Context: an optimization exercise on an open-source flow, tuned for small area. The choices shown serve that exercise and are no tape-out recipe.
Only simulation tests tie the RTL to the original design; equivalence was not proved.
Power figures rest on the tool's default switching activity, not on a simulated workload.

==> module wb_regfile, before the edit <==
module wb_regfile #(
   parameter int DATA_W = 32,
   parameter int ADDR_W = 5,
   parameter int CNT_W  = 16
) (
   input  logic              clk,
   input  logic              rst_n,
   input  logic              MemtoReg_WB,
   input  logic              RegWrite_WB,
   input  logic [DATA_W-1:0] dmReadData_WB,
   input  logic [DATA_W-1:0] ALUResult_WB,
   input  logic [ADDR_W-1:0] Dst_WB,
   input  logic [ADDR_W-1:0] ReadReg1_ID,
   input  logic [ADDR_W-1:0] ReadReg2_ID,
   output logic [DATA_W-1:0] ReadData1_ID,
   output logic [DATA_W-1:0] ReadData2_ID,
   output logic [DATA_W-1:0] WriteData_WB,
   output logic [CNT_W-1:0]  CommitCount
);
   localparam int NREGS = 1 << ADDR_W;
   logic [DATA_W-1:0] regs_q [1:NREGS-1];    
   logic [DATA_W-1:0] regs_d [1:NREGS-1];
   logic              phase_q;
   logic [CNT_W-1:0]  commit_q;
   logic [CNT_W:0]    commit_c;     
   logic              wr_qual;
   logic [DATA_W-1:0] wdata_n;      
   logic [NREGS-1:1]  wen;          
   logic [NREGS-1:1]  wen_n;        
   logic [NREGS-1:1]  sel1, sel2;   
   logic              rd1_any, rd2_any;
   logic [DATA_W-1:0] rd1_raw, rd2_raw;
   assign WriteData_WB = MemtoReg_WB ? dmReadData_WB : ALUResult_WB;
   assign wr_qual      = rst_n & RegWrite_WB & (Dst_WB != '0);
   assign wdata_n = WriteData_WB ^ {DATA_W{phase_q}};
   always_comb begin
      for (int i = 1; i < NREGS; i++) begin
         wen[i]   = !rst_n || (RegWrite_WB && (Dst_WB == ADDR_W'(i)));
         wen_n[i] = !(rst_n && RegWrite_WB && (Dst_WB == ADDR_W'(i)));
         sel1[i] = rst_n && (ReadReg1_ID == ADDR_W'(i));
         sel2[i] = rst_n && (ReadReg2_ID == ADDR_W'(i));
      end
   end
   for (genvar i = 1; i < NREGS; i++) begin : g_reg
      for (genvar b = 0; b < DATA_W; b++) begin : g_bit
         wb_regfile_nxt u_nxt (
            .q(regs_q[i][b]), .we(wen[i]), .we_n(wen_n[i]), .wd_n(wdata_n[b]),
            .d(regs_d[i][b])
         );
      end
   end
   always_ff @(posedge clk) begin
      phase_q <= rst_n & ~phase_q;
      for (int i = 1; i < NREGS; i++) begin
         regs_q[i] <= regs_d[i];
      end
   end
   assign commit_c[0] = wr_qual & ~&commit_q;
   for (genvar k = 0; k < CNT_W; k++) begin : g_cnt
      assign commit_c[k+1] = commit_c[k] & commit_q[k];
   end
   always_ff @(posedge clk) begin
      commit_q <= {CNT_W{rst_n}} & (commit_q ^ commit_c[CNT_W-1:0]);
   end
   for (genvar b = 0; b < DATA_W; b++) begin : g_rd
      logic [NREGS-1:1] col;
      for (genvar i = 1; i < NREGS; i++) begin : g_col
         assign col[i] = regs_q[i][b];
      end
      wb_regfile_rdsel #(.N(NREGS-1)) u_rd1 (.sel(sel1), .d(col), .y(rd1_raw[b]));
      wb_regfile_rdsel #(.N(NREGS-1)) u_rd2 (.sel(sel2), .d(col), .y(rd2_raw[b]));
   end
   assign rd1_any = rst_n && (ReadReg1_ID != '0);
   assign rd2_any = rst_n && (ReadReg2_ID != '0);
   assign ReadData1_ID = rd1_raw ^ {DATA_W{phase_q & rd1_any}};
   assign ReadData2_ID = rd2_raw ^ {DATA_W{phase_q & rd2_any}};
   assign CommitCount = commit_q;
endmodule
export LEC_CHECK = 0
export CAP_MARGIN = 20
export CORE_MARGIN = 2
export CORE_UTILIZATION = 55
export CTS_BUF_LIST = sky130_fd_sc_hd__clkbuf_16
export CTS_CLUSTER_DIAMETER = 80
export CTS_CLUSTER_SIZE = 30
export GPL_ROUTABILITY_DRIVEN = 0
export PLACE_DENSITY = 0.7
export SETUP_SLACK_MARGIN = 0.1
export SLEW_MARGIN = 20
export SYNTH_HIERARCHICAL = 1
export SYNTH_MINIMUM_KEEP_SIZE = 0
create_clock -name core_clock -period 6.5 [get_ports {clk}]
standard.sh (not shown) runs the stock make flow with config.mk's settings and CLKGATE_MAP_FILE= SYNTH_SCRIPT=/design/flow/synth_recipe.tcl, a recipe that flattens the netlist after the stock synthesis.
==> flow/flow/run.sh <==
#!/bin/bash
set -euo pipefail
cd "$(dirname "$0")/.."
CTS="-sink_clustering_enable -repair_clock_nets -dont_use_dummy_load"
CTS="$CTS -buf_list sky130_fd_sc_hd__clkbuf_16 -sink_clustering_size 30 -sink_clustering_max_diameter 80"
bash standard.sh \
  "BUFFER_PORTS_ARGS=-buffer_cell sky130_fd_sc_hd__buf_1" \
  "CTS_ARGS=$CTS" \
  finish > flow_make.log 2>&1
Change:
--- a/flow/design.v
+++ b/flow/design.v
@@ -20,49 +20,46 @@
    localparam int NREGS = 1 << ADDR_W;
    logic [DATA_W-1:0] regs_q [1:NREGS-1];    
    logic [DATA_W-1:0] regs_d [1:NREGS-1];
    logic              phase_q;
    logic [CNT_W-1:0]  commit_q;
-   logic [CNT_W:0]    commit_c;     
    logic              wr_qual;
    logic [DATA_W-1:0] wdata_n;      
    logic [NREGS-1:1]  wen;          
-   logic [NREGS-1:1]  wen_n;        
    logic [NREGS-1:1]  sel1, sel2;   
    logic              rd1_any, rd2_any;
    logic [DATA_W-1:0] rd1_raw, rd2_raw;
    assign WriteData_WB = MemtoReg_WB ? dmReadData_WB : ALUResult_WB;
    assign wr_qual      = rst_n & RegWrite_WB & (Dst_WB != '0);
-   assign wdata_n = WriteData_WB ^ {DATA_W{phase_q}};
+   assign wdata_n = ~{DATA_W{rst_n}} | (WriteData_WB ^ {DATA_W{phase_q}});
    always_comb begin
       for (int i = 1; i < NREGS; i++) begin
-         wen[i]   = !rst_n || (RegWrite_WB && (Dst_WB == ADDR_W'(i)));
-         wen_n[i] = !(rst_n && RegWrite_WB && (Dst_WB == ADDR_W'(i)));
+         wen[i]  = !rst_n || (RegWrite_WB && (Dst_WB == ADDR_W'(i)));
          sel1[i] = rst_n && (ReadReg1_ID == ADDR_W'(i));
          sel2[i] = rst_n && (ReadReg2_ID == ADDR_W'(i));
       end
    end
    for (genvar i = 1; i < NREGS; i++) begin : g_reg
       for (genvar b = 0; b < DATA_W; b++) begin : g_bit
          wb_regfile_nxt u_nxt (
-            .q(regs_q[i][b]), .we(wen[i]), .we_n(wen_n[i]), .wd_n(wdata_n[b]),
+            .q(regs_q[i][b]), .we(wen[i]), .we_n(~wen[i]), .wd_n(wdata_n[b]),
             .d(regs_d[i][b])
          );
       end
    end
    always_ff @(posedge clk) begin
       phase_q <= rst_n & ~phase_q;
       for (int i = 1; i < NREGS; i++) begin
          regs_q[i] <= regs_d[i];
       end
    end
-   assign commit_c[0] = wr_qual & ~&commit_q;
-   for (genvar k = 0; k < CNT_W; k++) begin : g_cnt
-      assign commit_c[k+1] = commit_c[k] & commit_q[k];
-   end
    always_ff @(posedge clk) begin
-      commit_q <= {CNT_W{rst_n}} & (commit_q ^ commit_c[CNT_W-1:0]);
+      if (!rst_n) begin
+         commit_q <= '0;
+      end else if (wr_qual && (commit_q != '1)) begin
+         commit_q <= commit_q + 1'b1;
+      end
    end
    for (genvar b = 0; b < DATA_W; b++) begin : g_rd
       logic [NREGS-1:1] col;
       for (genvar i = 1; i < NREGS; i++) begin : g_col
          assign col[i] = regs_q[i][b];
The changed run finished clean.
Core utilization is lower by 1.5 points.
Setup slack gets better by 0.20 ns.
Final cell count climbs by 0.75%.
Design area came out lower by 1.8%.
Maximum frequency is higher by 3.3%.
Clock-buffer cell count shrinks by 1.
Wire length is lower by 6.6%.
Die area is higher by 0.72%.
Clock skew went up by 0.020 ns.
Clock power barely changes.
Power is higher by 5.8%.

==> afterwards: timing with drivers on the ports <==
The results above use ideal ports. As a check the final layouts listed here were re-extracted and re-timed, cells and wires unchanged. Step 1, drivers: a clkbuf_16 drives clk and a buf_2 each remaining input, both assumed. Step 2 moves the port delays by t, midway between the first and last clock arrival at a register: inputs arrive t later, outputs are due t later. That takes back most of the time a late clock gives input paths. Slacks: ideal ports / drivers / drivers and shift; pairs: ideal ports / drivers.
| run | shift t [ns] | setup slack, ns | clock arrival spread, ns | worst register clock-pin slew, ns | worst data-port slew with drivers (ns) |
|---|---|---|---|---|---|
| the first run | 0.696 | 0.274 / 0.202 / 0.202 | 0.064 / 0.064 | 0.12 / 0.12 | 0.09 |
| the second run | 0.701 | 0.476 / 0.449 / 0.449 | 0.054 / 0.053 | 0.12 / 0.12 | 0.04 |
After both steps every run listed still meets setup and hold. The setup slack of the first run, which loses most, moves by -0.072 ns with the drivers and by -0.072 ns with both steps.
